Source: an optimization exercise on an open RTL-to-GDS flow (aim: small area, a short achievable clock period and few clock cycles per item). Production flows keep margins and buffers that such runs may drop.
At most, simulation tests tie the RTL to the original design; equivalence was not proved.
Function not checked in runs 6 and 7: the RTL went through the layout flow alone.
Power is estimated from default activity; no workload was simulated.

==> design/flow/design.v <==
module ram_sp_rsp #(
  parameter int AW    = 9,
  parameter int DW    = 8,
  parameter int DEPTH = 384,
  parameter int CW    = 16,
  parameter int RQ    = 5,     
  parameter int K     = 4,     
  parameter int NP    = 8      
) (
  input  logic          clk,
  input  logic          reset,
  input  logic          req_valid,
  output logic          req_ready,
  input  logic          req_we,
  input  logic          req_oe,
  input  logic [AW-1:0] req_addr,
  input  logic [DW-1:0] req_wdata,
  output logic          rsp_valid,
  input  logic          rsp_ready,
  output logic [DW-1:0] rsp_rdata,
  output logic          rsp_err,
  output logic [CW-1:0] wr_cnt,
  output logic [CW-1:0] rd_cnt
);
  localparam int KW  = 2;                     
  localparam int NR  = DEPTH / K;             
  localparam int RG  = (NR + 7) / 8;          
  localparam int CAP = RQ + 1;                
  localparam int OW  = $clog2(CAP + 1);
  localparam int PW  = $clog2(RQ);
  localparam int NW  = $clog2(NP + 1);
  logic          r_v;
  logic          r_we;
  logic          r_oe;
  logic          r_inr;
  logic [AW-1:0] r_addr;
  logic [DW-1:0] r_wdata;
  logic [NR-1:0] r_rs;          
  logic          r_s_el;        
  logic          r_h_v;
  logic [DW-1:0] r_h_d;
  logic          r_h_e;
  logic [DW-1:0] r_q_d [RQ];
  logic          r_q_e [RQ];
  logic [PW-1:0] r_q_wp;
  logic [PW-1:0] r_q_rp;
  logic [OW-1:0] r_q_n;
  logic          w_q_wr;
  logic          r_rdy;
  logic [OW-1:0] r_out;         
  logic [CW-1:0] r_wr_cnt;
  logic [CW-1:0] r_rd_cnt;
  logic          w_acc;
  logic          w_inr;
  logic          w_acc_wr;
  logic          w_acc_rd;
  logic          w_pop;
  logic          w_s_wr;
  logic          w_s_rd;
  logic [KW-1:0] r_ph;
  logic [KW-1:0] w_el_nx;       
  logic [KW-1:0] w_el_nx2;      
  logic [DW-1:0] r_ring [NR][K];
  logic          r_c_v;
  logic [DW-1:0] r_c_d;
  logic [RG-1:0] r_c_rh;        
  logic [7:0]    r_c_rl;
  logic          r_c_from_s;    
  logic [NP-1:0] r_c_sel;       
  logic          r_s_hit;       
  logic [NP-1:0] r_p_v;
  logic [NP-1:0] r_p_v2;
  logic [AW-1:0] r_p_a [NP];
  logic [DW-1:0] r_p_d [NP];
  logic [NP-1:0] r_p_hit;       
  logic [NP-1:0] r_p_elq;       
  assign w_inr     = {1'b0, req_addr} < (AW + 1)'(DEPTH);
  assign req_ready = r_rdy && !reset;
  assign w_acc     = req_valid && req_ready;
  assign w_acc_wr  = w_acc && req_we && w_inr;
  assign w_acc_rd  = w_acc && !req_we && req_oe;
  assign w_pop     = r_h_v && rsp_ready;
  assign w_s_wr    = r_v && r_we && r_inr;
  assign w_s_rd    = r_v && !r_we && r_oe;
  assign w_el_nx   = ~(r_ph + 2'd1);
  assign w_el_nx2  = ~(r_ph + 2'd2);
  logic [NP-1:0] w_p_v;
  logic [AW-1:0] w_p_a_nx [NP];   
  assign w_p_v = r_p_v & r_p_v2;
  always_comb begin
    for (int i = 0; i < NP; i++) begin
      w_p_a_nx[i] = w_p_v[i] ? r_p_a[i] : r_addr;
    end
  end
  always_ff @(posedge clk) begin
    r_v     <= w_acc;
    r_we    <= req_we;
    r_oe    <= req_oe;
    r_inr   <= w_inr;
    r_addr  <= req_addr;
    r_wdata <= req_wdata;
    for (int i = 0; i < NR; i++) r_rs[i] <= req_addr[AW-1:KW] == (AW - KW)'(i);
    r_s_el  <= req_addr[KW-1:0] == w_el_nx2;
    r_s_hit <= req_addr == r_addr;
    for (int i = 0; i < NP; i++) begin
      r_p_hit[i] <= req_addr == w_p_a_nx[i];
      r_p_elq[i] <= w_p_a_nx[i][KW-1:0] == w_el_nx2;
    end
  end
  always_ff @(posedge clk) begin
    r_ph <= r_ph + 1'b1;
  end
  for (genvar gr = 0; gr < NR; gr++) begin : g_ring
    always_ff @(posedge clk) begin
      r_ring[gr][0] <= (r_c_rh[gr / 8] && r_c_rl[gr % 8]) ? r_c_d : r_ring[gr][K-1];
      for (int p = 1; p < K; p++) begin
        r_ring[gr][p] <= r_ring[gr][p-1];
      end
    end
  end
  logic [NP-1:0] w_m;           
  logic [NP-1:0] w_el;          
  logic [NP-1:0] w_sel;         
  logic [NP-1:0] w_free_sel;    
  logic          w_any_el;
  logic          w_m_sel;
  logic          w_alloc;
  logic [AW-1:0] w_sel_a;
  logic [DW-1:0] w_sel_d;
  assign w_m  = w_p_v & r_p_hit;
  assign w_el = w_p_v & r_p_elq;
  always_comb begin
    w_sel      = '0;
    w_free_sel = '0;
    w_sel_a    = '0;
    w_sel_d    = '0;
    for (int i = NP - 1; i >= 0; i--) begin
      if (w_el[i])   w_sel      = NP'(1) << i;
      if (!w_p_v[i]) w_free_sel = NP'(1) << i;
    end
    for (int i = 0; i < NP; i++) begin
      w_sel_a = w_sel_a | (r_p_a[i] & {AW{w_sel[i]}});
      w_sel_d = w_sel_d | (r_p_d[i] & {DW{w_sel[i]}});
    end
  end
  assign w_any_el = |w_el;
  assign w_m_sel  = |(w_m & w_sel);
  assign w_alloc  = w_s_wr && !(|w_m) && (w_any_el || !r_s_el);
  always_ff @(posedge clk) begin
    if (w_any_el) begin
      r_c_v      <= 1'b1;
      r_c_d      <= (w_s_wr && w_m_sel) ? r_wdata : w_sel_d;
      for (int i = 0; i < RG; i++) r_c_rh[i] <= w_sel_a[AW-1:KW+3] == (AW - KW - 3)'(i);
      for (int i = 0; i < 8; i++)  r_c_rl[i] <= w_sel_a[KW+2:KW] == 3'(i);
      r_c_from_s <= 1'b0;
      r_c_sel    <= w_sel;
    end else if (w_s_wr && r_s_el) begin
      r_c_v      <= 1'b1;
      r_c_d      <= r_wdata;
      for (int i = 0; i < RG; i++) r_c_rh[i] <= r_addr[AW-1:KW+3] == (AW - KW - 3)'(i);
      for (int i = 0; i < 8; i++)  r_c_rl[i] <= r_addr[KW+2:KW] == 3'(i);
      r_c_from_s <= 1'b1;
      r_c_sel    <= '0;
    end else begin
      r_c_v      <= 1'b0;
      r_c_rh     <= '0;
    end
  end
  for (genvar gi = 0; gi < NP; gi++) begin : g_pool
    always_ff @(posedge clk) begin
      if (w_sel[gi]) begin
        r_p_v[gi]  <= 1'b0;
        r_p_v2[gi] <= 1'b0;
      end else if (w_alloc && w_free_sel[gi]) begin
        r_p_v[gi]  <= 1'b1;
        r_p_v2[gi] <= 1'b1;
      end
      if (!w_p_v[gi]) begin
        r_p_a[gi] <= r_addr;
      end
      if (!w_p_v[gi] || (w_s_wr && w_m[gi])) begin
        r_p_d[gi] <= r_wdata;
      end
    end
  end
  logic [DW-1:0] w_col [2*K];    
  logic          w_c_hit;
  logic          w_fwd;
  logic [DW-1:0] w_fwd_d;
  assign w_c_hit = r_c_v && (r_c_from_s ? r_s_hit : |(r_c_sel & r_p_hit));
  assign w_fwd   = w_c_hit || (|w_m);
  always_comb begin
    for (int p = 0; p < K; p++) begin
      for (int h = 0; h < 2; h++) begin
        w_col[2*p+h] = '0;
        for (int r = h * NR / 2; r < (h + 1) * NR / 2; r++) begin
          w_col[2*p+h] = w_col[2*p+h] | (r_ring[r][p] & {DW{r_rs[r]}});
        end
      end
    end
    w_fwd_d = r_c_d & {DW{w_c_hit}};
    for (int i = 0; i < NP; i++) begin
      w_fwd_d = w_fwd_d | (r_p_d[i] & {DW{w_m[i]}});
    end
  end
  logic          r_r_v;
  logic          r_r_inr;
  logic [K-1:0]  r_r_pos;       
  logic [DW-1:0] r_r_fwd_d;     
  logic [DW-1:0] r_r_col [2*K];
  logic          w_push;
  logic [DW-1:0] w_s_d;
  always_ff @(posedge clk) begin
    r_r_v     <= w_s_rd && !reset;
    r_r_inr   <= r_inr;
    for (int p = 0; p < K; p++) r_r_pos[p] <= r_addr[KW-1:0] + r_ph == KW'(p) && !w_fwd && r_inr;
    r_r_fwd_d <= (w_fwd && r_inr) ? w_fwd_d : '0;
    for (int p = 0; p < 2 * K; p++) r_r_col[p] <= w_col[p];
  end
  always_comb begin
    w_s_d = r_r_fwd_d;
    for (int p = 0; p < K; p++) begin
      w_s_d = w_s_d | ((r_r_col[2*p] | r_r_col[2*p+1]) & {DW{r_r_pos[p]}});
    end
  end
  assign w_push = r_r_v && !reset;
  logic [NP-1:0] w_srt;
  logic          w_p_ok0;       
  logic          w_p_ok1;       
  logic          w_p_ok;
  logic          w_o_ok;
  always_comb begin
    w_srt = w_p_v;
    for (int k = 0; k < NP; k++) begin
      for (int i = k % 2; i + 1 < NP; i += 2) begin
        {w_srt[i + 1], w_srt[i]} = {w_srt[i + 1] | w_srt[i], w_srt[i + 1] & w_srt[i]};
      end
    end
  end
  always_comb begin
    case ({w_s_wr, w_any_el})
      2'b10:   begin w_p_ok0 = !w_srt[1]; w_p_ok1 = !w_srt[2]; end
      2'b01:   begin w_p_ok0 = 1'b1;      w_p_ok1 = !w_srt[0]; end
      default: begin w_p_ok0 = !w_srt[0]; w_p_ok1 = !w_srt[1]; end
    endcase
  end
  assign w_p_ok = w_acc_wr ? w_p_ok1 : w_p_ok0;
  assign w_o_ok = (w_acc_rd && !w_pop) ? (r_out < OW'(CAP - 1)) :
                  (!w_acc_rd && w_pop) ? 1'b1 : (r_out < OW'(CAP));
  always_ff @(posedge clk) begin
    if (reset) begin
      r_rdy    <= 1'b1;
      r_out    <= '0;
      r_wr_cnt <= '0;
      r_rd_cnt <= '0;
    end else begin
      r_rdy    <= w_o_ok && w_p_ok;
      r_out    <= r_out + OW'(w_acc_rd) - OW'(w_pop);
      if (w_acc_wr) r_wr_cnt <= r_wr_cnt + 1'b1;
      if (w_acc_rd) r_rd_cnt <= r_rd_cnt + 1'b1;
    end
  end
  assign w_q_wr = w_push && ((r_h_v && !w_pop) || r_q_n != '0);
  always_ff @(posedge clk) begin
    if (reset) begin
      r_h_v  <= 1'b0;
      r_h_d  <= '0;
      r_h_e  <= 1'b0;
      r_q_wp <= '0;
      r_q_rp <= '0;
      r_q_n  <= '0;
    end else begin
      if (!r_h_v || w_pop) begin
        if (r_q_n != '0) begin
          r_h_v  <= 1'b1;
          r_h_d  <= r_q_d[r_q_rp];
          r_h_e  <= r_q_e[r_q_rp];
          r_q_rp <= (r_q_rp == PW'(RQ - 1)) ? '0 : r_q_rp + 1'b1;
          if (!w_push) r_q_n <= r_q_n - 1'b1;
        end else begin
          r_h_v <= w_push;
          r_h_d <= w_push ? w_s_d : '0;
          r_h_e <= w_push && !r_r_inr;
        end
      end else if (w_push) begin
        r_q_n <= r_q_n + 1'b1;
      end
      if (w_q_wr) begin
        r_q_wp <= (r_q_wp == PW'(RQ - 1)) ? '0 : r_q_wp + 1'b1;
      end
    end
  end
  for (genvar gi = 0; gi < RQ; gi++) begin : g_q
    always_ff @(posedge clk) begin
      if (w_q_wr && r_q_wp == PW'(gi)) begin
        r_q_d[gi] <= w_s_d;
        r_q_e[gi] <= !r_r_inr;
      end
    end
  end
  assign rsp_valid = r_h_v;
  assign rsp_rdata = r_h_d;
  assign rsp_err   = r_h_e;
  assign wr_cnt    = r_wr_cnt;
  assign rd_cnt    = r_rd_cnt;
endmodule
==> design/flow/run.sh <==
#!/bin/bash
# synth_recipe.tcl (not shown) runs the flow's synth.tcl, then flattens the netlist and writes it again
# the make line also repeats each setting of config.mk as NAME=value (left out here)
make -C /OpenROAD-flow-scripts/flow DESIGN_CONFIG=/design/flow/config.mk WORK_HOME=/design/flow/orfs CLKGATE_MAP_FILE= SYNTH_SCRIPT=/design/flow/synth_recipe.tcl finish
==> design/flow/config.mk <==
export PLATFORM = sky130hd
export DESIGN_NAME = ram_sp_rsp
export DESIGN_NICKNAME = ram_sp_rsp
export VERILOG_FILES = /design/flow/design.v
export SDC_FILE = /design/flow/constraint.sdc
export NUM_CORES = 4
export LEC_CHECK = 0
export ABC_AREA = 1
export ABC_CLOCK_PERIOD_IN_PS = 2500
export CAP_MARGIN = 20
export CORE_MARGIN = 2
export CORE_UTILIZATION = 35
export CTS_BUF_LIST = sky130_fd_sc_hd__clkbuf_16
export CTS_CLUSTER_DIAMETER = 80
export CTS_CLUSTER_SIZE = 24
export SETUP_SLACK_MARGIN = 2.5
export SLEW_MARGIN = 20
==> design/flow/constraint.sdc <==
create_clock -name core_clock -period 5.0 [get_ports {clk}]
set_input_delay 1.0000 -clock core_clock [delete_from_list [all_inputs] [get_ports {clk}]]
set_output_delay 1.0000 -clock core_clock [all_outputs]
set_load 0.01 [all_outputs]
==> results of run 1 <==
-- critical path, delay by kind of cell, from the launching register on --
family	cells	cell delay, ns
flip-flops	1	1.15
AND/OR/NAND/NOR	1	0.88
AO/OA/AOI/OAI	1	0.55
-- Yosys cell counts (all sizes together) --
master,count,share of area
a31oi,4,0.00023
a21oi,210,0.010
xor2,87,0.0071
nor3b,2,0.00019
and3,7,0.00041
o211ai,1,0.000070
a311oi,1,0.000082
nor2b,3,0.00018
nand3,302,0.014
a21o,1,0.000070
fa,2,0.00038
a32oi,1,0.000082
o22ai,12,0.00070
clkbuf,494,0.017
a221oi,191,0.016
inv,211,0.0074
nor4,78,0.0046
o2bb2ai,2,0.00016
buf,53,0.0026
clkinv,5,0.00018
o21bai,1,0.000070
or2,2,0.00012
o21ai,909,0.043
nor2,292,0.011
ha,20,0.0023
edfxtp,133,0.037
nand2,3306,0.12
nand4,406,0.024
a22o,336,0.028
dfxtp,3436,0.64
xnor2,7,0.00057
nor3,80,0.0040
nand3b,26,0.0018
o2111ai,1,0.000082
a2111oi,12,0.00099
a211oi,55,0.0039
o21a,6,0.00042
-- final timing paths --
kind / from / to / slack, ns / cells past startpoint
max: r_c_rl[1] / r_ring[164][7] / 2.29 / 2
min: r_ring[132][2] / r_ring[133][2] / 0.32 / 0
max reg2reg: r_c_rl[1] / r_ring[164][7] / 2.29 / 2
min reg2reg: r_ring[132][2] / r_ring[133][2] / 0.32 / 0
-- power by group through the flow --
stage	sequential, mW	clock (mW)	combinational, mW
after floorplan	36.2	0	2.63
after global placement	37.3	0	4.06
after detailed placement	37.4	0	4.11
after CTS	36.8	16.2	4.12
after global routing	37.4	17.2	4.64
final	36.9	16.0	4.21
-- cells by family after synthesis --
kind of cell,share of synthesized area
flip-flops,0.682
AO/OA/AOI/OAI,0.103
buffers and inverters,0.0276
XOR/XNOR,0.00772
adder cells (fa/ha/maj),0.00272
AND/OR/NAND/NOR,0.177
-- timing repair --
| item | CTS | global route |
|---|---|---|
| buffers inserted | 16 | 12 |
| setup endpoints to repair | 242 | 150 |
| gates resized for setup | 244 | 98 |
| cloned | 0 | 0 |
| pin swaps | 4 | 16 |
-- state kept, by name (all words and copies together) (netlist names), 9 cells and up --
| name | flops |
|---|---|
| r_addr | 9 |
| r_c_rh | 12 |
| r_p_a | 72 |
| r_p_d | 64 |
| r_q_d | 40 |
| r_r_col | 64 |
| r_rd_cnt | 16 |
| r_ring | 3072 |
| r_rs | 96 |
| r_wr_cnt | 16 |
-- routing by layer --
| metal | routed length (um) | GRT usage | vias to the layer above |
|---|---|---|---|
| li1 | - | - | 35500 |
| met1 | 152000 | 0.296 | 37400 |
| met2 | 157000 | 0.351 | 2727 |
| met3 | 25100 | 0.0343 | 627 |
| met4 | 18300 | 0.100 | 22 |
| met5 | 145 | 0 | - |
-- final cells by class --
class	count	area [sq um]
clock buffer	182	4550
sequential	3569	72900
tap	3978	4980
timing repair buffer	227	1880
inverter	216	841
clock inverter	35	393
multi-input combinational	6363	31300
fill	29900	186000
antenna	11	27.5
==> flow_summary.toml, run 1 <==
[setup_path]
required_ns = 5.75
worstPathArrival_ns = 3.46
critPathLaunchType = "flip-flop"
cp_slowest_stage_delay_ns = 1.15
crit_path_cell_trace = "nand2_1, o21ai_0"
crit_path_end_kind = "flip-flop"
crit_fanout = 16
crit_type = "reg2reg"
cpMaxStageDelayCell = "edfxtp_1"

[cts]
clkSlewWorstSetupHoldPaths_ns = 0.10
cts_buffers = 180
clock_latency_ns = 0.91
holdBufCountCts = 0
ctsLongestPathBuffers = 4
clock_sinks = 3569
cts.root.buffer_cell = "clkbuf_16"
cts_tree = "built"
htreeDepth = 4

[layout]
utilization = 0.386
drive_above_1_share = 0.0555
area_growth_pct = 9.53
layout_commonest_cell = "dfxtp_1"
post_layout_nonfiller_instances = 14600
stdcell_area_sq_um = 117000
mostFrequentLayoutCells = "dfxtp_1 (3390), nand2_1 (3270), o21ai_0 (900)"
nNetsFinal = 10600

[global_route]
grt_util_all_layers = 0.221
grt_overflow_total = 0
grt_pass1_vias = 72000
grt_pass1_wl_mm = 501
antenna_found_initial = 26
grt_max_degree = 64

[floorplanning]
initial_core_util = 0.352
die_h_um = 556
coreArea_sq_um = 303000
num_rows = 202
die_w_um = 556
dieArea_sq_um = 309000
ios = 66

[timing]
relSlewSlack = 0.206
fmax_mhz = 369
finalCritPeriodShare = 0.542
hold_slack_ns = 0.317
drv_slew = 0
tightest_slew_ns = 1.19
setup_viol = 0
timing.final.crit_period_ns = 2.71
fin_setup_tns_ns = 0
final.setup_skew_ns = 0.0698
layout_setup_ws_ns = 2.29
rsz0062_at_grt = "true"
hold_viol = 0

[synthesis]
syn_area_sq_um = 107000
ys_seq_area_frac = 0.682
yosys_warnings = 9
syn_avg_cell_area_sq_um = 9.98
syn-num-nets = 10700
ys_ff_latch = 3569
ys_types = 58
syn_inst = 10700

[pwr]
p_int_mw = 41.8
powerDensity_nw_per_um2 = 488
p_total_mw = 57.1
power_leakage_nw = 44.7
combPwrFrac = 0.074
switchingPower_mw = 15.3
clkPwrFrac = 0.280
ir_drop_uv = 321
swShare = 0.268
pwr-share-seq = 0.646

[route]
dr.first_iter.drc_count = 8042
drc = 0
via_count = 76300
vias_per_cell = 5.23
ant_nets = 0
dr.pass1.iters = 6
wl_per_cell_um = 24.2
wirelength_mm = 353

[placement]
hpwlAfterDp_mm = 245
routabilityCongestion = 0.927
io_buffers = 65
dp_cells = 14300
placed_cell_area_sq_um = 111000
dp_slack_ns = 1.30

[hold_path]
hold_class = "reg2reg"

[flow_run]
cap_viol_max_count = 0

[status]
outcome = "no timing/DRC/antenna violations"
Testbench counts, summed over its fixed seeds: cycles 240,086, items 240,000.
==> run 2: changes to the inputs <==
--- a/design/flow/config.mk
+++ b/design/flow/config.mk
@@ -6,9 +6,8 @@
 export NUM_CORES = 4
 export LEC_CHECK = 0
-export ABC_AREA = 1
 export ABC_CLOCK_PERIOD_IN_PS = 2500
 export CAP_MARGIN = 20
 export CORE_MARGIN = 2
-export CORE_UTILIZATION = 35
+export CORE_UTILIZATION = 40
 export CTS_BUF_LIST = sky130_fd_sc_hd__clkbuf_16
 export CTS_CLUSTER_DIAMETER = 80
==> flow_summary.toml, run 2 <==
[pwr]
switchingPower_mw = 16.9
swShare = 0.277
combPwrFrac = 0.097
pwr-share-seq = 0.641
ir_drop_uv = 478
p_int_mw = 43.9
clkPwrFrac = 0.262
powerDensity_nw_per_um2 = 524
power_leakage_nw = 44.7

[layout]
regMostFlops = "r_ring"
mostFrequentLayoutCells = "dfxtp_1 (3295), mux2_2 (826), a22o_1 (650)"
nNetsFinal = 7911
largest_reg_flops = 3072
post_layout_nonfiller_instances = 11400
area_growth_pct = 9.88
stdcell_area_sq_um = 116000
largestRegisters = "r_ring (3072), r_rs (96), r_p_a (72)"
layout_commonest_cell = "dfxtp_1"
drive_above_1_share = 0.198

[setup_path]
crit_type = "reg2reg"
crit_fanout = 12
critPathLaunchType = "flip-flop"
required_ns = 5.77
worstPathArrival_ns = 3.44
crit_path_end_kind = "flip-flop"

[global_route]
grt_util_all_layers = 0.273
grt_pass1_vias = 68100
grt_pass1_wl_mm = 524
grt_overflow_total = 0
grt_max_degree = 80
antenna_found_initial = 23

[timing]
fmax_mhz = 375
finalCritPeriodShare = 0.533
drv_slew = 0
hold_viol = 0
fin_setup_tns_ns = 0
final.setup_skew_ns = 0.0523
rsz0062_at_grt = "true"
timing.final.crit_period_ns = 2.66
relSlewSlack = 0.142
tightest_slew_ns = 1.28
setup_viol = 0

[cts]
cts_tree = "built"
ctsLongestPathBuffers = 3
cts.root.buffer_cell = "clkbuf_16"
clock_sinks = 3569
cts_buffers = 175
htreeDepth = 4
clkSlewWorstSetupHoldPaths_ns = 0.10
clock_latency_ns = 0.91

[synthesis]
yosys_warnings = 9
yosysMostFrequentCell = "dfxtp_1"
synthTopCellsByCount = "dfxtp_1 (3436), mux2_2 (826), a22o_1 (650), a221oi_1 (649), clkbuf_1 (425)"
ys_seq_area_frac = 0.689
synthFlopType = "dfxtp_1"
ys_types = 72
ys_ff_latch = 3569
syn_inst = 7872
ys_async_sr_fraction = 0
synth_top_area_share = 0.651
yosys.area.top_type = "dfxtp_1"
synthTopCellsByArea = "dfxtp_1 (65%), mux2_2 (8.8%), a22o_1 (5.4%)"
synth_edf_count = 133
syn-num-nets = 7917
syn_avg_cell_area_sq_um = 13.4
syn_area_sq_um = 106000

[floorplanning]
die_w_um = 518
coreArea_sq_um = 263000
dieArea_sq_um = 268000
ios = 66
die_h_um = 518
initial_core_util = 0.403
num_rows = 188

[route]
via_count = 70200
dr.pass1.iters = 8
drc = 0
vias_per_cell = 6.14
wl_per_cell_um = 33.5
dr.first_iter.drc_count = 9724
ant_nets = 0
wirelength_mm = 383

[status]
outcome = "no timing/DRC/antenna violations"

[placement]
routabilityCongestion = 0.940
placed_cell_area_sq_um = 111000
dp_cells = 11200
io_buffers = 65
hpwlAfterDp_mm = 241

[flow_run]
cap_viol_max_count = 0

[hold_path]
hold_class = "reg2reg"
run 2: cell count changes after synthesis, sizes merged, moves of 144 or more:
| cell | before | now |
|---|---|---|
| nand2 | 3306 | 217 |
| o21ai | 909 | 46 |
| mux2 | 0 | 833 |
| a221oi | 191 | 649 |
| a22o | 336 | 650 |
| a22oi | 0 | 296 |
| nand4 | 406 | 146 |
| a21oi | 210 | 43 |
| inv | 211 | 55 |
| nand3 | 302 | 158 |
run 2: final cells by class:
| type | instances | area (sq um) |
|---|---|---|
| multi-input combinational | 3752 | 31100 |
| inverter | 56 | 229 |
| clock buffer | 179 | 4480 |
| timing repair buffer | 312 | 2390 |
| tap | 3515 | 4400 |
| fill | 23800 | 146000 |
| antenna | 8 | 20.0 |
| clock inverter | 43 | 509 |
| sequential | 3569 | 73000 |
run 2: stage by stage:
step | power [mW] | hold WS [ns] | util | setup slack [ns]
2_1_floorplan | 41.1 | 0.331 | - | 2.31
3_3_place_gp | 44.7 | 0.332 | 0.421 | 1.27
3_5_place_dp | 44.9 | 0.336 | 0.421 | 1.28
4_1_cts | 60.4 | 0.320 | 0.441 | 2.42
5_1_grt | 62.5 | 0.327 | 0.442 | 2.43
6_report | 60.8 | 0.327 | 0.442 | 2.34
run 2: kinds of logic after synthesis:
kind of cell | count (synthesis) | share of synthesized area
buffers and inverters | 551 | 0.0198
flip-flops | 3569 | 0.689
XOR/XNOR | 109 | 0.00904
AND/OR/NAND/NOR | 956 | 0.0464
adder cells (fa/ha/maj) | 23 | 0.00284
AO/OA/AOI/OAI | 1814 | 0.143
multiplexers | 850 | 0.0904
run 2: path summary, 6_finish.rpt:
check                 start        endpoint  slack (ns)  depth (start not counted)
max reg2reg       r_c_rl[7]  r_ring[188][2]        2.34                          2
min reg2reg  r_ring[176][5]  r_ring[177][5]        0.33                          0
min          r_ring[176][5]  r_ring[177][5]        0.33                          0
max               r_c_rl[7]  r_ring[188][2]        2.34                          2
run 2: timing repair:
item / CTS / global route
pin swaps: 4 / 3
buffers inserted: 33 / 11
gates cloned: 0 / 1
hold buffers: 0 / 0
gates resized for setup: 271 / 46
endpoints found under the setup margin: 164 / 126
run 2: worst max-delay path: stages, from the launching register on:
cell      delay, ns
edfxtp_1       0.94
nand2_1        0.99
mux2_2         0.59
run 2: power by group through the flow:
| stage | Combinational [mW] | Clock (mW) | Sequential, mW |
|---|---|---|---|
| 2_1_floorplan | 3.65 | 0 | 37.5 |
| 3_3_place_gp | 5.55 | 0 | 39.1 |
| 3_5_place_dp | 5.61 | 0 | 39.3 |
| 4_1_cts | 5.69 | 16.0 | 38.7 |
| 5_1_grt | 6.12 | 17.0 | 39.4 |
| 6_report | 5.90 | 15.9 | 39.0 |
run 2: per-layer routing:
metal	wire length (um)	share of wire	up-vias	track usage
met2	160000	0.42	4130	0.400
met4	20800	0.054	10	0.131
li1	-	-	29400	-
met5	77	0.00020	-	0
met1	165000	0.43	35800	0.381
met3	37900	0.099	828	0.0603
==> run 3: changes to the inputs <==
--- a/design/flow/config.mk
+++ b/design/flow/config.mk
@@ -9,5 +9,5 @@
 export CAP_MARGIN = 20
 export CORE_MARGIN = 2
-export CORE_UTILIZATION = 40
+export CORE_UTILIZATION = 35
 export CTS_BUF_LIST = sky130_fd_sc_hd__clkbuf_16
 export CTS_CLUSTER_DIAMETER = 80
==> flow_summary.toml, run 3 <==
[status]
outcome = "no timing/DRC/antenna violations"

[setup_path]
required_ns = 4.00
crit_path_cell_trace = "nor2b_4, buf_6"
crit_type = "reg2out"
cpMaxStageDelayCell = "dfxtp_4"
crit_fanout = 2
critPathLaunchType = "flip-flop"
crit_path_end_kind = "output port"
worstPathArrival_ns = 1.69
cp_slowest_stage_delay_ns = 0.49

[pwr]
p_int_mw = 44.0
combPwrFrac = 0.096
clkPwrFrac = 0.263
ir_drop_uv = 387
power_leakage_nw = 44.7
pwr-share-seq = 0.641
switchingPower_mw = 16.8
powerDensity_nw_per_um2 = 521
swShare = 0.277
p_total_mw = 60.8

[cts]
holdBufCountCts = 0
clock_latency_ns = 0.94
ctsLongestPathBuffers = 4
htreeDepth = 4
cts_buffers = 182
clock_sinks = 3569
clkSlewWorstSetupHoldPaths_ns = 0.10
cts.root.buffer_cell = "clkbuf_16"
cts_tree = "built"

[synthesis]
syn_area_sq_um = 106000
synth_top_area_share = 0.651
synthFlopType = "dfxtp_1"
syn_inst = 7872
ys_ff_latch = 3569
yosysMostFrequentCell = "dfxtp_1"
ys_seq_area_frac = 0.689
yosys_warnings = 9
syn_avg_cell_area_sq_um = 13.4
synthTopCellsByCount = "dfxtp_1 (3436), mux2_2 (826), a22o_1 (650), a221oi_1 (649), clkbuf_1 (425)"
ys_types = 72
synth_edf_count = 133
synthTopCellsByArea = "dfxtp_1 (65%), mux2_2 (8.8%), a22o_1 (5.4%)"
syn-num-nets = 7917
yosys.area.top_type = "dfxtp_1"
ys_async_sr_fraction = 0

[layout]
drive_above_1_share = 0.195
area_growth_pct = 10.3
largest_reg_flops = 3072
largestRegisters = "r_ring (3072), r_rs (96), r_p_a (72)"
multi_input_area_sq_um = 31000
fillers = 28000
final-seq-area_sq_um = 73000
regMostFlops = "r_ring"
mostFrequentLayoutCells = "dfxtp_1 (3291), mux2_2 (826), a22o_1 (650)"
stdcell_area_sq_um = 117000
nNetsFinal = 7915
layout_commonest_cell = "dfxtp_1"

[global_route]
grt_pass1_vias = 68200
grt_overflow_total = 0
grt_max_degree = 98
grt_util_all_layers = 0.243
antenna_found_initial = 35
grt_pass1_wl_mm = 530

[timing]
drv_slew = 0
hold_viol = 0
fmax_mhz = 371
final.setup_skew_ns = 0.0758
relSlewSlack = 0.144
fin_setup_tns_ns = 0
tightest_slew_ns = 1.28
finalCritPeriodShare = 0.539
timing.final.crit_period_ns = 2.69
rsz0062_at_grt = "true"
setup_viol = 0

[placement]
placed_cell_area_sq_um = 111000
routabilityCongestion = 0.928
hpwlAfterDp_mm = 245
io_buffers = 65

[route]
ant_nets = 0
drc = 0
vias_per_cell = 5.92
wl_per_cell_um = 32.7
dr.pass1.iters = 6
via_count = 70300
dr.first_iter.drc_count = 9711
wirelength_mm = 388

[floorplanning]
dieArea_sq_um = 306000
coreArea_sq_um = 300000
num_rows = 201
initial_core_util = 0.352
ios = 66
die_h_um = 553
die_w_um = 553

[flow_run]
cap_viol_max_count = 0

[hold_path]
hold_class = "reg2reg"
-- run 3: worst max-delay path: cells and delay by family, from the launching register on --
family / cells / cell delay [ns]
AND/OR/NAND/NOR: 1 / 0.19
flip-flops: 1 / 0.49
buffers and inverters: 1 / 0.11
-- run 3: metal layers --
| layer | wire, um | GRT usage |
|---|---|---|
| met5 | 94 | 0 |
| met3 | 39800 | 0.0585 |
| met1 | 160000 | 0.322 |
| met2 | 166000 | 0.367 |
| met4 | 21900 | 0.122 |
-- run 3: cell families (layout without fill, tap and decap cells) --
family	Yosys count	in the layout	synth area share
xor gates and xnor gates	109	109	0.00904
other	0	18	0
adders and majority gates	23	23	0.00284
and+or+nand+nor	956	956	0.0464
buffers and inverters	551	582	0.0198
muxes	850	850	0.0904
DFF	3569	3569	0.689
AOI/OAI and AO/OA	1814	1814	0.143
-- run 3: final timing paths --
path / slack, ns / from / to / cells after the start
worst max-delay path: 2.31 / r_rdy / req_ready / 2
worst min-delay path: 0.30 / r_ring[58][3] / r_ring[59][3] / 0
worst max register to register: 2.40 / r_c_rl[0] / r_ring[64][1] / 2
worst min register to register: 0.30 / r_ring[58][3] / r_ring[59][3] / 0
-- run 3: layout make-up --
type | instances | share of cell area
diodes | 18 | 0.000386
clock buffers | 185 | 0.0397
clock inverters | 32 | 0.00259
inverters | 56 | 0.00196
multi-input cells | 3752 | 0.266
flip-flops and latches | 3569 | 0.626
well taps | 3958 | 0.0425
repair buffers | 308 | 0.0203
repair inverters | 1 | 0.0000429
-- run 3: repair_timing --
| item | CTS | global route |
|---|---|---|
| cloned | 0 | 1 |
| gates resized for setup | 263 | 34 |
| setup endpoints to repair | 296 | 141 |
| pin swaps | 3 | 3 |
| setup buffers | 38 | 8 |
-- run 3: power groups by stage --
| stage | sequential, mW | clock (mW) | combinational (mW) |
|---|---|---|---|
| finish | 39.0 | 16.0 | 5.82 |
| global route | 39.4 | 17.0 | 6.07 |
| CTS | 38.7 | 16.1 | 5.63 |
| detailed placement | 39.3 | 0 | 5.54 |
| global placement | 39.1 | 0 | 5.45 |
| floorplan | 37.5 | 0 | 3.65 |
-- run 3: metrics by stage --
stage / utilization / hold slack (ns) / worst slack (ns) / instances
floorplan: - / 0.331 / 2.31 / 7872
global placement: 0.370 / 0.332 / 1.04 / 11600
detailed placement: 0.370 / 0.336 / 1.03 / 11600
CTS: 0.388 / 0.305 / 2.27 / 11900
global route: 0.388 / 0.307 / 2.30 / 11900
finish: 0.389 / 0.305 / 2.31 / 11900
==> run 4: changes to the inputs <==
--- a/design/flow/config.mk
+++ b/design/flow/config.mk
@@ -13,4 +13,4 @@
 export CTS_CLUSTER_DIAMETER = 80
 export CTS_CLUSTER_SIZE = 24
-export SETUP_SLACK_MARGIN = 2.5
+export SETUP_SLACK_MARGIN = 2.6
 export SLEW_MARGIN = 20
==> flow_summary.toml, run 4 <==
[synthesis]
synthTopCellsByCount = "dfxtp_1 (3436), mux2_2 (826), a22o_1 (650), a221oi_1 (649), clkbuf_1 (425)"
yosys.area.top_type = "dfxtp_1"
syn_inst = 7872
syn_avg_cell_area_sq_um = 13.4
ys_async_sr_fraction = 0
synth_top_area_share = 0.651
yosys_warnings = 9
ys_types = 72
syn_area_sq_um = 106000
yosysMostFrequentCell = "dfxtp_1"
syn-num-nets = 7917
synth_edf_count = 133
ys_seq_area_frac = 0.689
ys_ff_latch = 3569
synthTopCellsByArea = "dfxtp_1 (65%), mux2_2 (8.8%), a22o_1 (5.4%)"
synthFlopType = "dfxtp_1"

[setup_path]
critPathLaunchType = "flip-flop"
required_ns = 4.00
cp_top_family = "flip-flops"
crit_fanout = 2
crit_path_end_kind = "output port"
cpMaxStageDelayCell = "dfxtp_2"
cp_num_buf_inv = 1
cp_slowest_stage_delay_ns = 0.37
crit_type = "reg2out"
worstPathArrival_ns = 1.80
crit_path_cell_trace = "nor2b_4, buf_6"

[global_route]
grt_pass1_wl_mm = 525
grt_util_all_layers = 0.240
grt_overflow_total = 0
antenna_found_initial = 26
grt_pass1_vias = 68200
grt_max_degree = 97

[placement]
hpwlAfterDp_mm = 243
io_buffers = 65
dp_cells = 11600
routabilityCongestion = 0.928

[cts]
ctsLongestPathBuffers = 4
cts_buffers = 180
clock_sinks = 3569
clkSlewWorstSetupHoldPaths_ns = 0.09
cts.root.buffer_cell = "clkbuf_16"
htreeDepth = 4
cts_tree = "built"
holdBufCountCts = 0
clock_latency_ns = 0.88

[hold_path]
hold_class = "reg2reg"

[timing]
final.setup_skew_ns = 0.0477
finalCritPeriodShare = 0.561
timing.final.crit_period_ns = 2.80
hold_viol = 0
fmax_mhz = 357
relSlewSlack = 0.217
fin_setup_tns_ns = 0
hold_slack_ns = 0.326
setup_viol = 0
drv_slew = 0
tightest_slew_ns = 1.17
rsz0062_at_grt = "true"

[status]
outcome = "no timing/DRC/antenna violations"

[route]
drc = 0
via_count = 70000
ant_nets = 0
dr.pass1.iters = 9
wirelength_mm = 385
vias_per_cell = 5.88
dr.first_iter.drc_count = 9464
wl_per_cell_um = 32.3

[flow_run]
cap_viol_max_count = 0

[floorplanning]
num_rows = 201
dieArea_sq_um = 306000
die_w_um = 553
ios = 66
die_h_um = 553
initial_core_util = 0.352
coreArea_sq_um = 300000

[pwr]
ir_drop_uv = 324
swShare = 0.277
clkPwrFrac = 0.260
combPwrFrac = 0.101
switchingPower_mw = 16.9
p_int_mw = 44.1
powerDensity_nw_per_um2 = 520
pwr-share-seq = 0.639
power_leakage_nw = 45.0

[layout]
nNetsFinal = 7941
post_layout_nonfiller_instances = 11900
mostFrequentLayoutCells = "dfxtp_1 (3286), mux2_2 (825), a22o_1 (650)"
area_growth_pct = 11.1
largestRegisters = "r_ring (3072), r_rs (96), r_p_a (72)"
regMostFlops = "r_ring"
layout_commonest_cell = "dfxtp_1"
drive_above_1_share = 0.207
largest_reg_flops = 3072
-- run 4: repair_timing --
action	in CTS	in global routing
pin swaps	11	17
resized for setup	388	65
setup endpoints to repair	428	198
setup buffers	61	19
gates cloned	1	1
-- run 4: routing by layer --
layer | vias to the layer above | routed length (um) | share of wire | GRT usage
met5 | - | 348 | 0.00090 | 0
met4 | 16 | 22500 | 0.058 | 0.122
met3 | 1010 | 38900 | 0.10 | 0.0611
met2 | 4021 | 165000 | 0.43 | 0.363
met1 | 35500 | 158000 | 0.41 | 0.315
li1 | 29500 | - | - | -
-- run 4: worst reg2reg max path, cell delays in order, from the launching register on --
cell and delay, ns:
edfxtp_1 0.98, nand2_2 0.83, mux2_2 0.55
-- run 4: cells by family after synthesis --
| logic type | share of synthesized area |
|---|---|
| fa+ha+maj | 0.00284 |
| mux | 0.0904 |
| compound gates | 0.143 |
| simple gates | 0.0464 |
| flops | 0.689 |
| xor+xnor | 0.00904 |
| buf+inv | 0.0198 |
-- run 4: path summary, 6_finish.rpt --
kind	endpoint	slack [ns]	cells after the start	startpoint
worst max-delay path	req_ready	2.20	2	r_rdy
worst min-delay path	r_ring[202][4]	0.33	0	r_ring[201][4]
worst max register to register	r_ring[240][7]	2.54	2	r_c_rl[4]
worst min register to register	r_ring[202][4]	0.33	0	r_ring[201][4]
-- run 4: final cells by class --
class	instances	area (sq um)
fill	28000	183000
timing repair inverter	1	5.00
timing repair buffer	336	2880
antenna	11	27.5
tap	3958	4950
sequential	3569	73000
clock inverter	32	323
clock buffer	182	4550
inverter	56	229
multi-input combinational	3752	31400
-- run 4: power groups by stage --
stage,sequential (mW),combinational (mW),clock (mW)
5_1_grt,39.4,6.42,16.9
3_3_place_gp,39.2,5.36,0
4_1_cts,38.8,5.87,15.9
2_1_floorplan,37.5,3.65,0
6_report,39.0,6.19,15.8
3_5_place_dp,39.4,5.45,0
-- run 4: metrics by stage --
step | worst slack, ns | instance area, sq um | util | power [mW]
6_report | 2.20 | 117000 | 0.391 | 61.0
5_1_grt | 2.20 | 117000 | 0.391 | 62.7
4_1_cts | 2.16 | 117000 | 0.390 | 60.6
3_5_place_dp | 0.908 | 111000 | 0.370 | 44.8
3_3_place_gp | 0.923 | 111000 | 0.370 | 44.6
2_1_floorplan | 2.31 | 106000 | - | 41.1
==> run 5: changes to the inputs <==
--- a/design/flow/config.mk
+++ b/design/flow/config.mk
@@ -11,6 +11,6 @@
 export CORE_UTILIZATION = 35
 export CTS_BUF_LIST = sky130_fd_sc_hd__clkbuf_16
-export CTS_CLUSTER_DIAMETER = 80
-export CTS_CLUSTER_SIZE = 24
-export SETUP_SLACK_MARGIN = 2.6
+export CTS_CLUSTER_DIAMETER = 60
+export CTS_CLUSTER_SIZE = 20
+export SETUP_SLACK_MARGIN = 2.5
 export SLEW_MARGIN = 20
==> flow_summary.toml, run 5 <==
[pwr]
power_leakage_nw = 45.2
powerDensity_nw_per_um2 = 532
ir_drop_uv = 392

[synthesis]
yosys_warnings = 9
synth_top_area_share = 0.651
syn_area_sq_um = 106000
ys_seq_area_frac = 0.689
syn_inst = 7872
yosys.area.top_type = "dfxtp_1"
ys_types = 72
synthTopCellsByCount = "dfxtp_1 (3436), mux2_2 (826), a22o_1 (650), a221oi_1 (649), clkbuf_1 (425)"
synthTopCellsByArea = "dfxtp_1 (65%), mux2_2 (8.8%), a22o_1 (5.4%)"
ys_async_sr_fraction = 0
syn_avg_cell_area_sq_um = 13.4
yosysMostFrequentCell = "dfxtp_1"
syn-num-nets = 7917
synth_edf_count = 133
synthFlopType = "dfxtp_1"
ys_ff_latch = 3569

[cts]
htreeDepth = 4
clock_latency_ns = 0.94
clkSlewWorstSetupHoldPaths_ns = 0.08
cts_buffers = 219
cts_tree = "built"
ctsLongestPathBuffers = 4
clock_sinks = 3569
cts.root.buffer_cell = "clkbuf_16"

[layout]
layout_commonest_cell = "dfxtp_1"
largestRegisters = "r_ring (3072), r_rs (96), r_p_a (72)"
largest_reg_flops = 3072
mostFrequentLayoutCells = "dfxtp_1 (3291), mux2_2 (826), a22o_1 (650)"
drive_above_1_share = 0.201
regMostFlops = "r_ring"
post_layout_nonfiller_instances = 11900
area_growth_pct = 11.5
fillers = 27900
multi_input_area_sq_um = 31100
final-seq-area_sq_um = 73000
utilization = 0.393
nNetsFinal = 7950

[setup_path]
crit_type = "reg2out"
critPathLaunchType = "flip-flop"
required_ns = 4.00
crit_fanout = 2
worstPathArrival_ns = 1.67
crit_path_end_kind = "output port"

[placement]
io_buffers = 65
routabilityCongestion = 0.928
dp_cells = 11600
hpwlAfterDp_mm = 245
dp_slack_ns = 1.03

[route]
dr.pass1.iters = 6
via_count = 70400
wirelength_mm = 390
drc = 0
wl_per_cell_um = 32.7
vias_per_cell = 5.90
dr.first_iter.drc_count = 9457
ant_nets = 0

[timing]
relSlewSlack = 0.154
fin_setup_tns_ns = 0
drv_slew = 0
fmax_mhz = 374
setup_viol = 0
final.setup_skew_ns = 0.0714
timing.final.crit_period_ns = 2.67
rsz0062_at_grt = "true"
hold_viol = 0
finalCritPeriodShare = 0.535
layout_setup_ws_ns = 2.33
tightest_slew_ns = 1.27

[hold_path]
hold_class = "reg2reg"

[floorplanning]
die_h_um = 553
num_rows = 201
dieArea_sq_um = 306000
ios = 66
initial_core_util = 0.352
die_w_um = 553
coreArea_sq_um = 300000

[global_route]
grt_pass1_wl_mm = 533
grt_util_all_layers = 0.244
antenna_found_initial = 32
grt_pass1_vias = 68600
grt_overflow_total = 0
grt_max_degree = 98

[status]
outcome = "no timing/DRC/antenna violations"

[flow_run]
cap_viol_max_count = 0
run 5: cell count changes in the layout (fill, tap and decap cells not counted), sizes merged, moves of 3 or more:
cell           before  now
bufinv              0    3
buf               314  276
diode              11   15
clkinv             13   17
dlymetal6s2s        5    2
clkdlybuf4s15       0   10
inv                71   86
clkbuf            183  221
run 5: cell families (layout without fill, tap and decap cells):
family / Yosys count / in the layout / synth area share
DFF: 3569 / 3569 / 0.689
AOI/OAI and AO/OA: 1814 / 1814 / 0.143
and+or+nand+nor: 956 / 956 / 0.0464
muxes: 850 / 850 / 0.0904
buffers and inverters: 551 / 638 / 0.0198
xor gates and xnor gates: 109 / 109 / 0.00904
adders and majority gates: 23 / 23 / 0.00284
other: 0 / 15 / 0
run 5: per-stage QoR:
stage | cell area, sq um | hold WS, ns | power (mW)
6_report | 118000 | 0.301 | 62.7
3_5_place_dp | 111000 | 0.336 | 44.9
4_1_cts | 118000 | 0.294 | 62.3
2_1_floorplan | 106000 | 0.331 | 41.1
5_1_grt | 118000 | 0.306 | 64.5
3_3_place_gp | 111000 | 0.332 | 44.6
run 5: final timing paths:
kind / slack (ns) / end / start / cells past startpoint
setup / recovery: 2.33 / req_ready / r_rdy / 2
hold / removal: 0.30 / r_ring[259][6] / r_ring[258][6] / 0
setup reg to reg: 2.41 / r_ring[12][2] / r_c_rl[3] / 2
hold reg to reg: 0.30 / r_ring[259][6] / r_ring[258][6] / 0
run 5: critical path: stages, from the launching register on:
cell and delay (ns):
dfxtp_4 0.46, nor2b_4 0.18, buf_6 0.11
run 5: repair_timing:
| action | CTS | global route |
|---|---|---|
| buffers inserted | 37 | 7 |
| resized for setup | 262 | 33 |
| pin swaps | 3 | 5 |
| hold buffers | 0 | 0 |
| endpoints found under the hold margin | 0 | 0 |
| endpoints found under the setup margin | 298 | 113 |
| cloned | 0 | 0 |
run 5: power breakdown:
part           switching, mW  total (mW)  internal, mW
logic                   3.51        5.82          2.31
registers               4.09        39.0          34.9
clock network           9.66        17.9          8.19
run 5: final cells by class:
| class | count | share of cell area |
|---|---|---|
| Antenna cell | 15 | 0.000319 |
| Tap cell | 3958 | 0.0420 |
| Clock inverter | 54 | 0.00496 |
| Sequential cell | 3569 | 0.620 |
| Timing Repair Buffer | 307 | 0.0202 |
| Clock buffer | 221 | 0.0470 |
| Inverter | 56 | 0.00191 |
| Multi-Input combinational cell | 3752 | 0.264 |
run 5: metal layers:
metal | track usage | vias up | share of wire
met3 | 0.0613 | 852 | 0.11
met1 | 0.322 | 35800 | 0.41
met5 | 0 | - | 0.00031
met2 | 0.370 | 4191 | 0.43
li1 | - | 29600 | -
met4 | 0.118 | 16 | 0.056
==> run 6: changes to the inputs <==
--- a/design/flow/design.v
+++ b/design/flow/design.v
@@ -148,21 +148,17 @@
   assign w_alloc  = w_s_wr && !(|w_m) && (w_any_el || !r_s_el);
   always_ff @(posedge clk) begin
+    r_c_sel    <= w_sel;
+    r_c_from_s <= !w_any_el;
     if (w_any_el) begin
-      r_c_v      <= 1'b1;
-      r_c_d      <= (w_s_wr && w_m_sel) ? r_wdata : w_sel_d;
+      r_c_v <= 1'b1;
+      r_c_d <= (w_s_wr && w_m_sel) ? r_wdata : w_sel_d;
       for (int i = 0; i < RG; i++) r_c_rh[i] <= w_sel_a[AW-1:KW+3] == (AW - KW - 3)'(i);
       for (int i = 0; i < 8; i++)  r_c_rl[i] <= w_sel_a[KW+2:KW] == 3'(i);
-      r_c_from_s <= 1'b0;
-      r_c_sel    <= w_sel;
-    end else if (w_s_wr && r_s_el) begin
-      r_c_v      <= 1'b1;
-      r_c_d      <= r_wdata;
-      for (int i = 0; i < RG; i++) r_c_rh[i] <= r_addr[AW-1:KW+3] == (AW - KW - 3)'(i);
-      for (int i = 0; i < 8; i++)  r_c_rl[i] <= r_addr[KW+2:KW] == 3'(i);
-      r_c_from_s <= 1'b1;
-      r_c_sel    <= '0;
     end else begin
-      r_c_v      <= 1'b0;
-      r_c_rh     <= '0;
+      r_c_v <= w_s_wr && r_s_el;
+      r_c_d <= r_wdata;
+      for (int i = 0; i < RG; i++) r_c_rh[i] <= w_s_wr && r_s_el &&
+                                                r_addr[AW-1:KW+3] == (AW - KW - 3)'(i);
+      for (int i = 0; i < 8; i++)  r_c_rl[i] <= r_addr[KW+2:KW] == 3'(i);
     end
   end
--- a/design/flow/config.mk
+++ b/design/flow/config.mk
@@ -11,6 +11,6 @@
 export CORE_UTILIZATION = 35
 export CTS_BUF_LIST = sky130_fd_sc_hd__clkbuf_16
-export CTS_CLUSTER_DIAMETER = 60
-export CTS_CLUSTER_SIZE = 20
+export CTS_CLUSTER_DIAMETER = 80
+export CTS_CLUSTER_SIZE = 24
 export SETUP_SLACK_MARGIN = 2.5
 export SLEW_MARGIN = 20
==> flow_summary.toml, run 6 <==
[timing]
setup_viol = 0
drv_slew = 0
final.setup_skew_ns = 0.0933
fmax_mhz = 352
fin_setup_tns_ns = 0
layout_setup_ws_ns = 2.16
timing.final.crit_period_ns = 2.84
tightest_slew_ns = 1.26
finalCritPeriodShare = 0.569
relSlewSlack = 0.160
hold_slack_ns = 0.275
rsz0062_at_grt = "true"
hold_viol = 0

[placement]
placed_cell_area_sq_um = 111000
routabilityCongestion = 0.948
io_buffers = 65
dp_cells = 11600
dp_slack_ns = 1.25
hpwlAfterDp_mm = 241

[synthesis]
syn_area_sq_um = 105000
ys_seq_area_frac = 0.688
synth_edf_count = 109
syn-num-nets = 7906
synthFlopType = "dfxtp_1"
ys_ff_latch = 3569
ys_types = 72
yosys_warnings = 9
syn_avg_cell_area_sq_um = 13.4
synthTopCellsByCount = "dfxtp_1 (3460), mux2_2 (817), a221oi_1 (669), a22o_1 (658), clkbuf_1 (430)"
ys_async_sr_fraction = 0
yosysMostFrequentCell = "dfxtp_1"
syn_inst = 7861
yosys.area.top_type = "dfxtp_1"
synth_top_area_share = 0.657
synthTopCellsByArea = "dfxtp_1 (66%), mux2_2 (8.7%), a221oi_1 (5.6%)"

[layout]
final-seq-area_sq_um = 72800
area_growth_pct = 10.3
post_layout_nonfiller_instances = 11800
largestRegisters = "r_ring (3072), r_rs (96), r_p_a (72)"
mostFrequentLayoutCells = "dfxtp_1 (3309), mux2_2 (817), a221oi_1 (664)"
fillers = 28200
layout_commonest_cell = "dfxtp_1"
largest_reg_flops = 3072
multi_input_area_sq_um = 31000
nNetsFinal = 7882
utilization = 0.388
drive_above_1_share = 0.195
stdcell_area_sq_um = 116000
regMostFlops = "r_ring"

[cts]
htreeDepth = 4
cts_buffers = 181
clock_latency_ns = 0.93
cts_tree = "built"
clkSlewWorstSetupHoldPaths_ns = 0.09
clock_sinks = 3569
cts.root.buffer_cell = "clkbuf_16"
ctsLongestPathBuffers = 4

[setup_path]
timing.rr.start = "r_c_rl[4]"
worstPathArrival_ns = 1.84
crit_path_end_kind = "output port"
crit_fanout = 2
crit_type = "reg2out"
reg2reg_slack_ns = 2.46
worstSetupStartpoint = "r_rdy"
cpMaxStageDelayCell = "dfxtp_4"
required_ns = 4.00
cp_slowest_stage_delay_ns = 0.45
cp_num_buf_inv = 2
critPathLaunchType = "flip-flop"
cp_top_family = "flip-flops"
crit_path_cell_trace = "nor2b_4, buf_12, buf_6"

[global_route]
antenna_found_initial = 22
grt_util_all_layers = 0.238
grt_pass1_vias = 67800
grt_pass1_wl_mm = 521
grt_max_degree = 85
grt_overflow_total = 0

[floorplanning]
coreArea_sq_um = 300000
dieArea_sq_um = 305000
die_w_um = 553
initial_core_util = 0.351
die_h_um = 553
ios = 66
num_rows = 201

[pwr]
powerDensity_nw_per_um2 = 489
ir_drop_uv = 306
p_total_mw = 56.8
power_leakage_nw = 44.2

[route]
wirelength_mm = 380
wl_per_cell_um = 32.1
drc = 0
dr.pass1.iters = 9
ant_nets = 0
vias_per_cell = 5.89
via_count = 69800
dr.first_iter.drc_count = 9732

[hold_path]
hold_class = "reg2reg"
min-delay-start = "r_ring[130][2]"

[status]
outcome = "no timing/DRC/antenna violations"

[flow_run]
cap_viol_max_count = 0
-- run 6: worst paths after layout --
kind,to,depth (start not counted)
min,r_ring[131][2],0
max,req_ready,3
min reg2reg,r_ring[131][2],0
max reg2reg,r_ring[336][1],3
-- run 6: worst register-to-register path: cells and delay by family (launching register included) --
kind          cells  cell delay (ns)
simple gates      1             0.63
buf+inv           1             0.45
flops             1             0.99
mux               1             0.34
-- run 6: power by group --
group | leakage, nW | internal (mW) | switching (mW)
clock network | 2.46 | 6.77 | 9.22
registers | 29.3 | 33.0 | 3.46
logic | 12.4 | 1.81 | 2.50
total | 44.2 | 41.6 | 15.2
-- run 6: final cells by class --
type                       count  area share
antenna                       12    0.000258
clock buffer                 184      0.0396
clock inverter                33     0.00293
inverter                      63     0.00215
multi-input combinational   3739       0.267
sequential                  3569       0.627
tap                         3958      0.0426
timing repair buffer         283      0.0191
-- run 6: cells by family (layout without fill, tap and decap cells) --
family,after synthesis,after routing,synth area share
multiplexers,844,844,0.0899
other,0,12,0
XOR/XNOR,114,114,0.00948
AO/OA/AOI/OAI,1801,1801,0.143
adder cells (fa/ha/maj),23,23,0.00285
flip-flops,3569,3569,0.688
AND/OR/NAND/NOR,957,957,0.0468
buffers and inverters,553,563,0.0200
-- run 6: what timing repair did --
item                                    4_1_cts  5_1_grt
endpoints found under the setup margin      317      107
pin swaps                                     2        4
buffers inserted                             31        3
hold buffers                                  0        0
gates resized for setup                     279       34
-- run 6: layer usage --
metal	up-vias	routed length (um)	track usage
met5	-	18	0
met4	2	21100	0.112
met3	837	40000	0.0594
met2	4170	161000	0.355
met1	35500	158000	0.320
li1	29300	-	-
==> run 7: changes to the inputs <==
--- a/design/flow/config.mk
+++ b/design/flow/config.mk
@@ -13,4 +13,4 @@
 export CTS_CLUSTER_DIAMETER = 80
 export CTS_CLUSTER_SIZE = 24
-export SETUP_SLACK_MARGIN = 2.5
+export SETUP_SLACK_MARGIN = 2.65
 export SLEW_MARGIN = 20
==> flow_summary.toml, run 7 <==
[synthesis]
synth_edf_count = 109
synthTopCellsByCount = "dfxtp_1 (3460), mux2_2 (817), a221oi_1 (669), a22o_1 (658), clkbuf_1 (430)"
ys_seq_area_frac = 0.688
syn_inst = 7861
syn-num-nets = 7906
synth_compound_area_frac = 0.143
yosys-mux-area-fraction = 0.0899
syn_area_sq_um = 105000
ys_async_sr_fraction = 0
yosys_warnings = 9
synthTopCellsByArea = "dfxtp_1 (66%), mux2_2 (8.7%), a221oi_1 (5.6%)"
synth_top_family_by_area = "compound AO/OA/AOI/OAI gates"
yosys.area_share.xor_xnor = 0.00948
synth_top_area_share = 0.657
yosys.area.top_type = "dfxtp_1"
synth-simple-area-share = 0.0468
yosysMostFrequentCell = "dfxtp_1"
ys_types = 72
ys_ff_latch = 3569
synthFlopType = "dfxtp_1"
syn_avg_cell_area_sq_um = 13.4
synthAdderAreaFrac = 0.00285

[setup_path]
cpMaxStageDelayCell = "dfxtp_4"
rr_endpoint = "r_ring[376][2]"
crit_fanout = 2
cp_num_buf_inv = 1
worstRegToRegCells = 3
cp_top_family = "flip-flops"
crit_path_cell_trace = "nor2b_4, buf_6"
crit_path_end_kind = "output port"
critPathLaunchType = "flip-flop"
reg2reg_slack_ns = 2.61
crit_type = "reg2out"
worstPathArrival_ns = 1.87
required_ns = 4.00
timing.rr.start = "r_c_rl[6]"
cp_slowest_stage_delay_ns = 0.40

[hold_path]
worstHoldPathCells = 0
min_to = "r_ring[109][2]"
min-delay-start = "r_ring[108][2]"
hold_class = "reg2reg"

[cts]
clkSlewWorstSetupHoldPaths_ns = 0.09
cts_buffers = 182
ctsLongestPathBuffers = 4
clock_latency_ns = 0.91
holdBufCountCts = 0
htreeDepth = 4
clock_sinks = 3569
cts_tree = "built"
cts.root.buffer_cell = "clkbuf_16"

[layout]
mostFrequentLayoutCells = "dfxtp_1 (3302), mux2_2 (817), a22o_1 (657)"
layout_commonest_cell = "dfxtp_1"
regMostFlops = "r_ring"
nNetsFinal = 7931
largest_reg_flops = 3072
largestRegisters = "r_ring (3072), r_rs (96), r_p_a (72)"
drive_above_1_share = 0.206
area_growth_pct = 11.1
fillers = 28100
final-seq-area_sq_um = 72800
multi_input_area_sq_um = 31200

[pwr]
ir_drop_uv = 277
power_leakage_nw = 44.6
powerDensity_nw_per_um2 = 488

[route]
ant_nets = 0
dr.first_iter.drc_count = 9446
wl_per_cell_um = 32.3
via_count = 70200
wirelength_mm = 384
dr.pass1.iters = 10
vias_per_cell = 5.90
drc = 0

[floorplanning]
coreArea_sq_um = 300000
initial_core_util = 0.351
die_h_um = 553
num_rows = 201
ios = 66
die_w_um = 553
dieArea_sq_um = 305000

[timing]
rsz0062_at_grt = "true"
tightest_slew_ns = 1.24
timing.final.crit_period_ns = 2.87
setup_viol = 0
finalCritPeriodShare = 0.574
final.setup_skew_ns = 0.0542
drv_slew = 0
fin_setup_tns_ns = 0
layout_setup_ws_ns = 2.13
fmax_mhz = 349
hold_viol = 0
hold_slack_ns = 0.327
relSlewSlack = 0.174

[placement]
routabilityCongestion = 0.940
io_buffers = 65
dp_slack_ns = 1.34
hpwlAfterDp_mm = 244

[global_route]
grt_overflow_total = 0
grt_pass1_vias = 68300
antenna_found_initial = 29
grt_max_degree = 71
grt_pass1_wl_mm = 526
grt_util_all_layers = 0.240

[flow_run]
cap_viol_max_count = 0

[status]
outcome = "no timing/DRC/antenna violations"
-- run 7: cell types whose count changed in the layout (fill, tap and decap cells not counted), moves of 9 or more --
cell | previous run | this run
buf_2 | 31 | 1
buf_4 | 213 | 247
or4_1 | 60 | 49
and2_4 | 3 | 12
or4_4 | 6 | 17
buf_6 | 2 | 57
a221oi_2 | 5 | 17
a221oi_1 | 664 | 652
clkdlybuf4s15_2 | 10 | 0
-- run 7: worst reg2reg max path: stages, from the launching register on --
cell	delay, ns
dfxtp_1	0.97
nand2_1	0.58
buf_4	0.40
mux2_2	0.32
-- run 7: worst max-delay path by stage --
stage,start,end,cells after the start
after floorplan,reset,r_out[1],11
after global placement,reset,req_ready,3
after detailed placement,reset,req_ready,3
after CTS,r_rdy,req_ready,2
after global routing,r_rdy,req_ready,2
final,r_rdy,req_ready,2
-- run 7: area by class of cell --
class / instances / area share
flip-flops and latches: 3569 / 0.622
clock buffers: 185 / 0.0395
well taps: 3958 / 0.0423
clock inverters: 34 / 0.00302
repair buffers: 331 / 0.0241
multi-input cells: 3739 / 0.267
inverters: 63 / 0.00223
diodes: 19 / 0.000406
-- run 7: layer usage --
metal	vias to the layer above	global-route usage	share of wire
met5	-	0.00719	0.0011
met4	22	0.121	0.059
met3	1008	0.0631	0.10
met2	4199	0.358	0.42
met1	35500	0.318	0.41
li1	29400	-	-
-- run 7: power by group --
group / switching (mW) / internal (mW) / leakage, nW
logic: 2.58 / 1.96 / 12.8
registers: 3.50 / 33.0 / 29.3
clock network: 9.24 / 6.81 / 2.48
-- run 7: kinds of logic (layout without fill, tap and decap cells) --
group | count (synthesis) | count (layout)
AOI/OAI and AO/OA | 1801 | 1801
DFF | 3569 | 3569
adders and majority gates | 23 | 23
muxes | 844 | 844
and+or+nand+nor | 957 | 957
xor gates and xnor gates | 114 | 114
other | 0 | 19
buffers and inverters | 553 | 613
-- run 7: repair_timing --
| action | CTS | global route |
|---|---|---|
| setup buffers | 45 | 25 |
| gates resized for setup | 373 | 72 |
| endpoints found under the setup margin | 397 | 204 |
| cloned | 0 | 1 |
| pin swaps | 4 | 10 |
| endpoints found under the hold margin | 0 | 0 |
-- run 7: through the flow --
stage                      util  area [sq um]  total power [mW]  instances
after floorplan               -        105000              38.2       7861
after CTS                 0.389        117000              56.7      11900
after global placement    0.370        111000              40.8      11600
after global routing      0.390        117000              58.7      11900
final                     0.391        117000              57.1      11900
after detailed placement  0.370        111000              41.0      11600

port drivers added, routing unchanged:
Ports are ideal in the flow. The routed layouts listed here were re-timed in OpenROAD.
Step 1 sets driving cells, clkbuf_16 on the clock port and buf_2 on the other inputs (assumed; they add their load-dependent delay and slew).
Step 2 adds t to the input delays and takes it off the output delays; t is the mean of the earliest and latest rising clock arrival at the registers after step 1. Input paths then give back, and output paths get back, about the clock's delay inside the block.
a / b / c = no drivers / after step 1 / after step 2; a / b = the first two.
run	shift t [ns]	setup WS [ns]	latest minus earliest clock arrival (ns)	worst slew at a driven data input, ns
run 1	0.974	2.289 / 2.289 / 1.600	0.072 / 0.072	0.18
run 2	0.972	2.336 / 2.336 / 1.487	0.057 / 0.057	0.32
run 3	0.997	2.306 / 2.206 / 1.514	0.083 / 0.083	0.28
run 4	0.968	2.196 / 2.095 / 1.721	0.069 / 0.068	0.25
run 5	1.006	2.326 / 2.228 / 1.518	0.092 / 0.092	0.26
run 6	0.985	2.155 / 2.057 / 1.477	0.095 / 0.095	0.24
run 7	0.979	2.132 / 2.032 / 1.710	0.068 / 0.068	0.21
After both steps every run listed still meets setup and hold. The setup slack of run 2, which loses most, moves by 0.000 ns with the drivers and by -0.849 ns with both steps.
